This is an optimization exercise on Yosys and OpenROAD, whose aim is small area, not a production implementation.
Where RTL was checked, it was by simulation tests only, not by an equivalence proof against the original.
Power is estimated from default activity; no workload was simulated.

Setup of rev 12:
Design gtx_usrclk_monitor_top, start of the top module:
module gtx_usrclk_monitor_top (
  input  logic        clk,
  input  logic        rst,
  input  logic [7:0]  tx_clk_tog,
  input  logic [7:0]  rx_clk_tog,
  input  logic        clr_loss,
  input  logic [3:0]  cnt_sel,
  output logic [7:0]  tx_clk_ok,
  output logic [7:0]  rx_clk_ok,
  output logic [7:0]  tx_loss,
  output logic [7:0]  rx_loss,
  output logic [15:0] cnt_rd,
  output logic        win_done
);
==> flow/config.mk <==
export PLATFORM = sky130hd
export DESIGN_NAME = gtx_usrclk_monitor_top
export DESIGN_NICKNAME = gtx_usrclk_monitor_top
export VERILOG_FILES = /design/flow/design.v
export SDC_FILE = /design/flow/constraint.sdc
export NUM_CORES = 4
export LEC_CHECK = 0
export CAP_MARGIN = 0
export CORE_MARGIN = 2
export CORE_UTILIZATION = 60
export PLACE_DENSITY = 0.75
export SLEW_MARGIN = 0
==> flow/constraint.sdc <==
create_clock -name core_clock -period 5.0 [get_ports {clk}]
set_input_delay 1.0000 -clock core_clock [delete_from_list [all_inputs] [get_ports {clk}]]
set_output_delay 1.0000 -clock core_clock [all_outputs]
set_load 0.01 [all_outputs]
standard.sh (not shown) runs the stock make flow with config.mk's settings and CLKGATE_MAP_FILE= SYNTH_SCRIPT=/design/flow/synth_recipe.tcl, a recipe that flattens the netlist after the stock synthesis.
==> flow/flow/run.sh <==
#!/bin/bash
# Layout flow: the standard ORFS flow (standard synthesis unchanged), with
# these changes to how the layout is built:
#  * clock tree synthesis without dummy loads (-dont_use_dummy_load) and with
#    the buffer and clustering options in flow/cts_args.txt,
#  * the port buffers that ORFS inserts on every input and output use the
#    smallest buffer, sky130_fd_sc_hd__buf_1,
#  * any further ORFS variables listed one per line in flow/make_args.txt.
# Each tool's output goes to a log file in the work folder.
set -euo pipefail
CTS="-sink_clustering_enable -repair_clock_nets -dont_use_dummy_load"
if [[ -f flow/cts_args.txt ]]; then CTS="$(cat flow/cts_args.txt)"; fi
EXTRA=()
if [[ -f flow/make_args.txt ]]; then mapfile -t EXTRA < flow/make_args.txt; fi
bash standard.sh "CTS_ARGS=$CTS" "BUFFER_PORTS_ARGS=-buffer_cell sky130_fd_sc_hd__buf_1" "${EXTRA[@]}" finish > standard_flow.log 2>&1
==> flow/flow/cts_args.txt <==
-sink_clustering_enable -repair_clock_nets -dont_use_dummy_load -buf_list sky130_fd_sc_hd__clkbuf_8 -sink_clustering_size 16 -sink_clustering_max_diameter 100
For rev 13, these inputs were changed with respect to rev 12:
Settings: PLACE_DENSITY now 0.85, was 0.75; GPL_TIMING_DRIVEN now 0, previously not set; CORE_UTILIZATION now 75, was 60.
==> comparison <==
u_mon.g_mon[3].sync_q[1] as the beginning of the critical path was reported by rev 12, and u_mon.win_q[0] by rev 13.
Re count of clock-buffer cells in the layout: no difference whatsoever between rev 13 and rev 12.
Compare rev 13 and rev 12 | worst setup slack before clock tree synthesis higher: rev 12
Rev 13: core occupancy in the finished layout 17 points above rev 12
Between rev 13 and rev 12, the design area is higher for rev 13.
In rev 13 the wire length reported by the detailed router turned out about 18% higher than in rev 12.
Against rev 12, rev 13 comes in 5.6 points higher on global routing met3 resource utilization.
Measured against each other, rev 13 and rev 12 differ in met1 wire length, the higher figure coming from rev 12.
No functional check of the RTL was part of any run of this note.

* * *

gtx_usrclk_monitor_top, a different RTL version from the one above (not shown whole).
Size: roughly 1700 cells after synthesis, about 72 I/O pins, ~0.024 mm² of cells after synthesis.
Design gtx_usrclk_monitor_top, start of the top module:
module gtx_usrclk_monitor_top (
  input  logic        clk,
  input  logic        rst,
  input  logic [7:0]  tx_clk_tog,
  input  logic [7:0]  rx_clk_tog,
  input  logic        clr_loss,
  input  logic [3:0]  cnt_sel,
  output logic [7:0]  tx_clk_ok,
  output logic [7:0]  rx_clk_ok,
  output logic [7:0]  tx_loss,
  output logic [7:0]  rx_loss,
  output logic [15:0] cnt_rd,
  output logic        win_done
);
==> flow/config.mk <==
export PLATFORM = sky130hd
export DESIGN_NAME = gtx_usrclk_monitor_top
export DESIGN_NICKNAME = gtx_usrclk_monitor_top
export VERILOG_FILES = /design/flow/design.v
export SDC_FILE = /design/flow/constraint.sdc
export NUM_CORES = 4
export LEC_CHECK = 0
export CAP_MARGIN = 20
export CORE_MARGIN = 2
export CORE_UTILIZATION = 40
export CTS_BUF_LIST = sky130_fd_sc_hd__clkbuf_8
export CTS_CLUSTER_SIZE = 30
export PLACE_DENSITY = 0.6
export SLEW_MARGIN = 20
==> flow/constraint.sdc <==
create_clock -name core_clock -period 5.0 [get_ports {clk}]
set_input_delay 1.0000 -clock core_clock [delete_from_list [all_inputs] [get_ports {clk}]]
set_output_delay 1.0000 -clock core_clock [all_outputs]
set_load 0.01 [all_outputs]
run.sh (not shown) runs the stock make flow with config.mk's settings and CLKGATE_MAP_FILE= SYNTH_SCRIPT=/design/flow/synth_recipe.tcl, a recipe that flattens the netlist after the stock synthesis.
Stock flow here: none of the scripts above is used.
The baseline produced a clean layout.
Next try:
Settings changed: CTS_BUF_LIST sky130_fd_sc_hd__clkbuf_8 to sky130_fd_sc_hd__clkbuf_4, CTS_CLUSTER_SIZE 30 to unset.
What happened: Total power is higher by a few percent. Critical path depth does not change. Design area climbs slightly. Sequential power barely changes. Area after synthesis is unchanged. Core utilization goes up by 0.53 points. Setup slack degrades by 0.014 ns. Flip-flop and latch count stays the same. Via count is higher by a few percent. Synthesized cell count is unchanged.
Next try:
==> flow/flow/run.sh (new file) <==
#!/bin/bash
# Layout flow: the standard ORFS flow (standard synthesis unchanged), with
# two changes to how the layout is built:
#  * clock tree synthesis without dummy loads (-dont_use_dummy_load),
#  * the port buffers that ORFS inserts on every input and output use the
#    smallest buffer, sky130_fd_sc_hd__buf_1.
# Each tool's output goes to a log file in the work folder.
set -euo pipefail
CTS="-sink_clustering_enable -repair_clock_nets -dont_use_dummy_load"
if [[ -f flow/cts_args.txt ]]; then CTS="$(cat flow/cts_args.txt)"; fi
bash standard.sh "CTS_ARGS=$CTS" "BUFFER_PORTS_ARGS=-buffer_cell sky130_fd_sc_hd__buf_1" finish > standard_flow.log 2>&1
==> flow/flow/cts_args.txt (new file) <==
-sink_clustering_enable -repair_clock_nets -dont_use_dummy_load -buf_list sky130_fd_sc_hd__clkbuf_8 -sink_clustering_size 20 -sink_clustering_max_diameter 100
==> flow/standard.sh (new file) <==
#!/bin/bash
# synth_recipe.tcl (not shown) runs the flow's synth.tcl, then flattens the netlist and writes it again
# the make line also repeats each setting of config.mk as NAME=value (left out here)
make -C /OpenROAD-flow-scripts/flow DESIGN_CONFIG=/design/flow/config.mk WORK_HOME=/design/flow/orfs CLKGATE_MAP_FILE= SYNTH_SCRIPT=/design/flow/synth_recipe.tcl "${@:-finish}"
Settings changed: CTS_BUF_LIST sky130_fd_sc_hd__clkbuf_4 to unset.
removed: flow/run.sh
Clock-buffer cell count is lower by 219.
Maximum frequency grows by 0.88%.
Combinational power went down by about 1%.
Routed wire length shrinks by 4.2%.
Cell area is lower by 7.7%.
Clock power drops by 56%.
Synthesized area stays the same.
Non-clock buffer count is lower by 1.

* * *

The RTL this note starts from:
==> flow/design.v <==
module gtx_usrclk_monitor #(
  parameter int    CHNL_NUM = 8,
  parameter        BUFG_NUM = "multi",
  parameter int    WIN_CYC  = 16000,
  parameter int    CNT_W    = 16,
  parameter int    EXP_CNT  = 1250,
  parameter int    TOL      = 8,
  parameter int    LOCK_WIN = 4
) (
  input  logic                            clk,
  input  logic                            rst,
  input  logic [CHNL_NUM-1:0]             tx_clk_tog,
  input  logic [CHNL_NUM-1:0]             rx_clk_tog,
  input  logic                            clr_loss,
  input  logic [$clog2(2*CHNL_NUM)-1:0]   cnt_sel,
  output logic [CHNL_NUM-1:0]             tx_clk_ok,
  output logic [CHNL_NUM-1:0]             rx_clk_ok,
  output logic [CHNL_NUM-1:0]             tx_loss,
  output logic [CHNL_NUM-1:0]             rx_loss,
  output logic [CNT_W-1:0]                cnt_rd,
  output logic                            win_done
);
  localparam int NMON  = 2 * CHNL_NUM;
  localparam int WIN_W = $clog2(WIN_CYC);
  localparam int EW    = $clog2(WIN_CYC + 1);    
  localparam int LO    = EXP_CNT - TOL;
  localparam int RNG   = 2 * TOL;                
  localparam int RB    = $clog2(RNG + 1);        
  localparam logic [WIN_W-1:0] WIN_START = WIN_W'((1 << WIN_W) - WIN_CYC);
  localparam logic [EW-1:0]    CNT_START = EW'((1 << EW) - LO);
  localparam logic [EW-1:0]    LO_V      = EW'(LO);
  localparam bit USE_LFSR = (WIN_CYC == 16000) && (WIN_W == 14);
  localparam logic [13:0] LF_SEED = 14'd293;
  localparam logic [13:0] LF_END  = 14'd12434;
  localparam logic [13:0] LF_FIX  = 14'h2000;    
  function automatic logic [WIN_W:0] inc_win(input logic [WIN_W-1:0] a, input logic ci);
    logic c;
    c = ci;
    for (int i = 0; i < WIN_W; i++) begin
      inc_win[i] = a[i] ^ c;
      c          = a[i] & c;
    end
    inc_win[WIN_W] = c;
  endfunction
  function automatic logic [EW-1:0] inc_cnt(input logic [EW-1:0] a, input logic ci);
    logic c;
    c = ci;
    for (int i = 0; i < EW; i++) begin
      inc_cnt[i] = a[i] ^ c;
      c          = a[i] & c;
    end
  endfunction
  function automatic logic [EW-1:0] add_lo(input logic [EW-1:0] a);
    logic c;
    c = 1'b0;
    for (int i = 0; i < EW; i++) begin
      add_lo[i] = a[i] ^ LO_V[i] ^ c;
      c         = LO_V[i] ? (a[i] | c) : (a[i] & c);
    end
  endfunction
  logic [WIN_W-1:0]    win_q;
  logic [WIN_W:0]      win_inc;
  logic                done_q;
  logic                win_end;
  logic                cnt_vld;
  logic                cnt_clr;
  logic [1:0]          rst_seen;
  logic [NMON-1:0]     tog;
  logic [EW-1:0]       cnt_arr [NMON];
  logic [NMON-1:0]     ok_vec;
  logic [NMON-1:0]     loss_vec;
  logic [WIN_W-1:0]    win_nxt;
  logic [WIN_W-1:0]    win_rst;
  if (USE_LFSR) begin : g_lfsr
    assign win_inc = '0;
    assign win_end = (win_q == LF_END);
    assign win_rst = LF_SEED;
    assign win_nxt = {win_q[12:0], win_q[13] ^ win_q[9] ^ win_q[2] ^ win_q[0]}
                     ^ (win_end ? LF_FIX : 14'd0);
  end else begin : g_bin
    assign win_inc = inc_win(win_q, 1'b1);
    assign win_end = win_inc[WIN_W];
    assign win_rst = WIN_START;
    assign win_nxt = win_inc[WIN_W-1:0] | (win_end ? WIN_START : '0);
  end
  assign cnt_clr = win_end | rst_seen[0] | rst_seen[1];
  assign tog     = {rx_clk_tog, tx_clk_tog};
  always_ff @(posedge clk or posedge rst) begin
    if (rst) begin
      win_q   <= win_rst;
      done_q  <= 1'b0;
      rst_seen <= 2'b11;
      cnt_vld <= 1'b0;
    end else begin
      win_q   <= win_nxt;
      done_q  <= win_end;
      rst_seen <= {rst_seen[0], 1'b0};
      if (done_q) cnt_vld <= 1'b1;
    end
  end
  for (genvar m = 0; m < NMON; m++) begin : g_mon
    logic [2:0]       sync_q;
    logic [EW-1:0]    edge_q;
    logic [EW-1:0]    edge_d;
    logic [EW-1:0]    cnt_q;
    logic [2:0]       st_q;
    logic             up;
    logic             loss_q;
    logic             good;
    assign edge_d = inc_cnt(edge_q, sync_q[1] ^ sync_q[2]);
    assign good   = (edge_d[EW-1:RB] == '0) && (!edge_d[RB-1] || (edge_d[RB-2:0] == '0));
    assign up     = st_q[2];
    always_ff @(posedge clk or posedge rst) begin
      if (rst) begin
        sync_q[0] <= 1'b0;
        st_q   <= '0;
        loss_q <= 1'b0;
      end else begin
        sync_q[0] <= tog[m];
        loss_q <= (win_end && up && !good) | (loss_q & ~clr_loss);
        if (win_end) begin
          st_q[0] <= good & ~st_q[1];
          st_q[1] <= good & (st_q[1] | st_q[0]);
          st_q[2] <= good & st_q[1] & ~st_q[0];
        end
      end
    end
    always_ff @(posedge clk) begin
      sync_q[2:1] <= sync_q[1:0];
      edge_q <= cnt_clr ? CNT_START : edge_d;
      if (win_end) cnt_q <= edge_d;
    end
    assign cnt_arr[m]  = cnt_q;
    assign ok_vec[m]   = up;
    assign loss_vec[m] = loss_q;
  end
  assign tx_clk_ok = ok_vec[CHNL_NUM-1:0];
  assign tx_loss   = loss_vec[CHNL_NUM-1:0];
  assign rx_clk_ok = ok_vec[NMON-1:CHNL_NUM];
  assign rx_loss   = loss_vec[NMON-1:CHNL_NUM];
  assign win_done  = done_q;
  logic [EW-1:0] rd_q;
  always_ff @(posedge clk) rd_q <= add_lo(cnt_arr[cnt_sel]);
  assign cnt_rd = cnt_vld ? CNT_W'(rd_q) : '0;
endmodule
module gtx_usrclk_monitor_top (
  input  logic        clk,
  input  logic        rst,
  input  logic [7:0]  tx_clk_tog,
  input  logic [7:0]  rx_clk_tog,
  input  logic        clr_loss,
  input  logic [3:0]  cnt_sel,
  output logic [7:0]  tx_clk_ok,
  output logic [7:0]  rx_clk_ok,
  output logic [7:0]  tx_loss,
  output logic [7:0]  rx_loss,
  output logic [15:0] cnt_rd,
  output logic        win_done
);
  gtx_usrclk_monitor #(
    .CHNL_NUM(8), .BUFG_NUM("multi"), .WIN_CYC(16000), .CNT_W(16),
    .EXP_CNT(1250), .TOL(8), .LOCK_WIN(4)
  ) u_mon (
    .clk(clk),
    .rst(rst),
    .tx_clk_tog(tx_clk_tog),
    .rx_clk_tog(rx_clk_tog),
    .clr_loss(clr_loss),
    .cnt_sel(cnt_sel),
    .tx_clk_ok(tx_clk_ok),
    .rx_clk_ok(rx_clk_ok),
    .tx_loss(tx_loss),
    .rx_loss(rx_loss),
    .cnt_rd(cnt_rd),
    .win_done(win_done)
  );
endmodule
clock: 5.0 ns
lec_check: 0
cap_margin: 20
core_margin: 2
core_utilization: 70
place_density: 0.8
slew_margin: 20
standard.sh (not shown) runs the stock make flow with config.mk's settings and CLKGATE_MAP_FILE= SYNTH_SCRIPT=/design/flow/synth_recipe.tcl, a recipe that flattens the netlist after the stock synthesis.
==> flow/flow/run.sh <==
#!/bin/bash
# Layout flow: the standard ORFS flow (standard synthesis unchanged), with
# these changes to how the layout is built:
#  * clock tree synthesis without dummy loads (-dont_use_dummy_load) and with
#    the buffer and clustering options in flow/cts_args.txt,
#  * the port buffers that ORFS inserts on every input and output use the
#    smallest buffer, sky130_fd_sc_hd__buf_1,
#  * any further ORFS variables listed one per line in flow/make_args.txt.
# Each tool's output goes to a log file in the work folder.
set -euo pipefail
CTS="-sink_clustering_enable -repair_clock_nets -dont_use_dummy_load"
if [[ -f flow/cts_args.txt ]]; then CTS="$(cat flow/cts_args.txt)"; fi
EXTRA=()
if [[ -f flow/make_args.txt ]]; then mapfile -t EXTRA < flow/make_args.txt; fi
bash standard.sh "CTS_ARGS=$CTS" "BUFFER_PORTS_ARGS=-buffer_cell sky130_fd_sc_hd__buf_1" "${EXTRA[@]}" finish > standard_flow.log 2>&1
==> flow/flow/cts_args.txt <==
-sink_clustering_enable -repair_clock_nets -dont_use_dummy_load -buf_list sky130_fd_sc_hd__clkbuf_8 -sink_clustering_size 18 -sink_clustering_max_diameter 90
The starting point completed with no timing, DRC or antenna violations.
Change:
==> flow/flow/cts_args.txt (replaced) <==
-sink_clustering_enable -repair_clock_nets -dont_use_dummy_load -buf_list sky130_fd_sc_hd__clkbuf_8 -sink_clustering_size 16 -sink_clustering_max_diameter 100
--- a/flow/config.mk
+++ b/flow/config.mk
@@ -9,4 +9,4 @@
 export CORE_MARGIN = 2
-export CORE_UTILIZATION = 70
-export PLACE_DENSITY = 0.8
+export CORE_UTILIZATION = 60
+export PLACE_DENSITY = 0.75
 export SLEW_MARGIN = 20
- die area goes up by 16%
- sequential power hardly moves
- worst setup slack is better by 0.26 ns
- routed wire length is lower by 1.4%
- clock skew grows by 0.024 ns
- final area climbs by about 0.75%
- power went up by about 1.4%
- global-route usage is lower by 4.9 points
- cell count is higher by about 3.5%
- non-clock buffer count climbs by 3
Change:
--- a/flow/config.mk
+++ b/flow/config.mk
@@ -9,4 +9,4 @@
 export CORE_MARGIN = 2
-export CORE_UTILIZATION = 60
-export PLACE_DENSITY = 0.75
+export CORE_UTILIZATION = 70
+export PLACE_DENSITY = 0.8
 export SLEW_MARGIN = 20
The new run passed the timing, DRC and antenna checks; cell area is lower by 0.51%; core utilization is higher by 10 points; via count rose by 1.5%; maximum frequency shrinks by 4.3%; clock skew shrinks by 0.011 ns.

## what the ideal ports hide
The flow's constraints put no driver on any port. The routed layouts listed below were extracted and timed again, unchanged, in two steps. Step 1 assumes that a clkbuf_16 drives the clock port and a buf_2 every other input. Step 2 adds t to the input delays and takes it off the output delays; t is the mean of the earliest and latest rising clock arrival at the registers after step 1. Input paths then give back, and output paths get back, about the clock's delay inside the block. Slacks: ideal ports / drivers / drivers and shift; pairs: ideal ports / drivers.
| run | shift t [ns] | setup slack, ns | worst hold slack (ns) | clock arrival spread, ns | worst data-port slew with drivers (ns) |
|---|---|---|---|---|---|
| rev 12 | 0.663 | 0.306 / 0.306 / 0.227 | 0.355 / 0.355 / 0.355 | 0.056 / 0.056 | 0.05 |
| rev 13 | 0.628 | 0.113 / 0.103 / -0.525 | 0.359 / 0.359 / 0.359 | 0.074 / 0.074 | 0.07 |
| the first run of note 2 | 0.741 | 0.357 / 0.357 / 0.032 | 0.344 / 0.344 / 0.344 | 0.041 / 0.042 | 0.06 |
| the second run of note 2 | 0.988 | 0.343 / 0.343 / 0.021 | 0.339 / 0.339 / 0.339 | 0.061 / 0.060 | 0.07 |
| the third run of note 2 | 0.653 | 0.384 / 0.384 / 0.174 | 0.305 / 0.305 / 0.305 | 0.100 / 0.101 | 0.07 |
| the first run of note 3 | 0.615 | 0.285 / 0.285 / 0.116 | 0.350 / 0.350 / 0.350 | 0.028 / 0.028 | 0.09 |
| the second run of note 3 | 0.667 | 0.542 / 0.542 / 0.007 | 0.345 / 0.345 / 0.345 | 0.047 / 0.047 | 0.09 |
| the third run of note 3 | 0.621 | 0.343 / 0.343 / 0.097 | 0.348 / 0.348 / 0.348 | 0.037 / 0.037 | 0.09 |
With both steps, setup timing fails in rev 13, where it was met with ideal ports. The setup slack of rev 13, which loses most, moves by -0.010 ns with the drivers and by -0.638 ns with both steps.
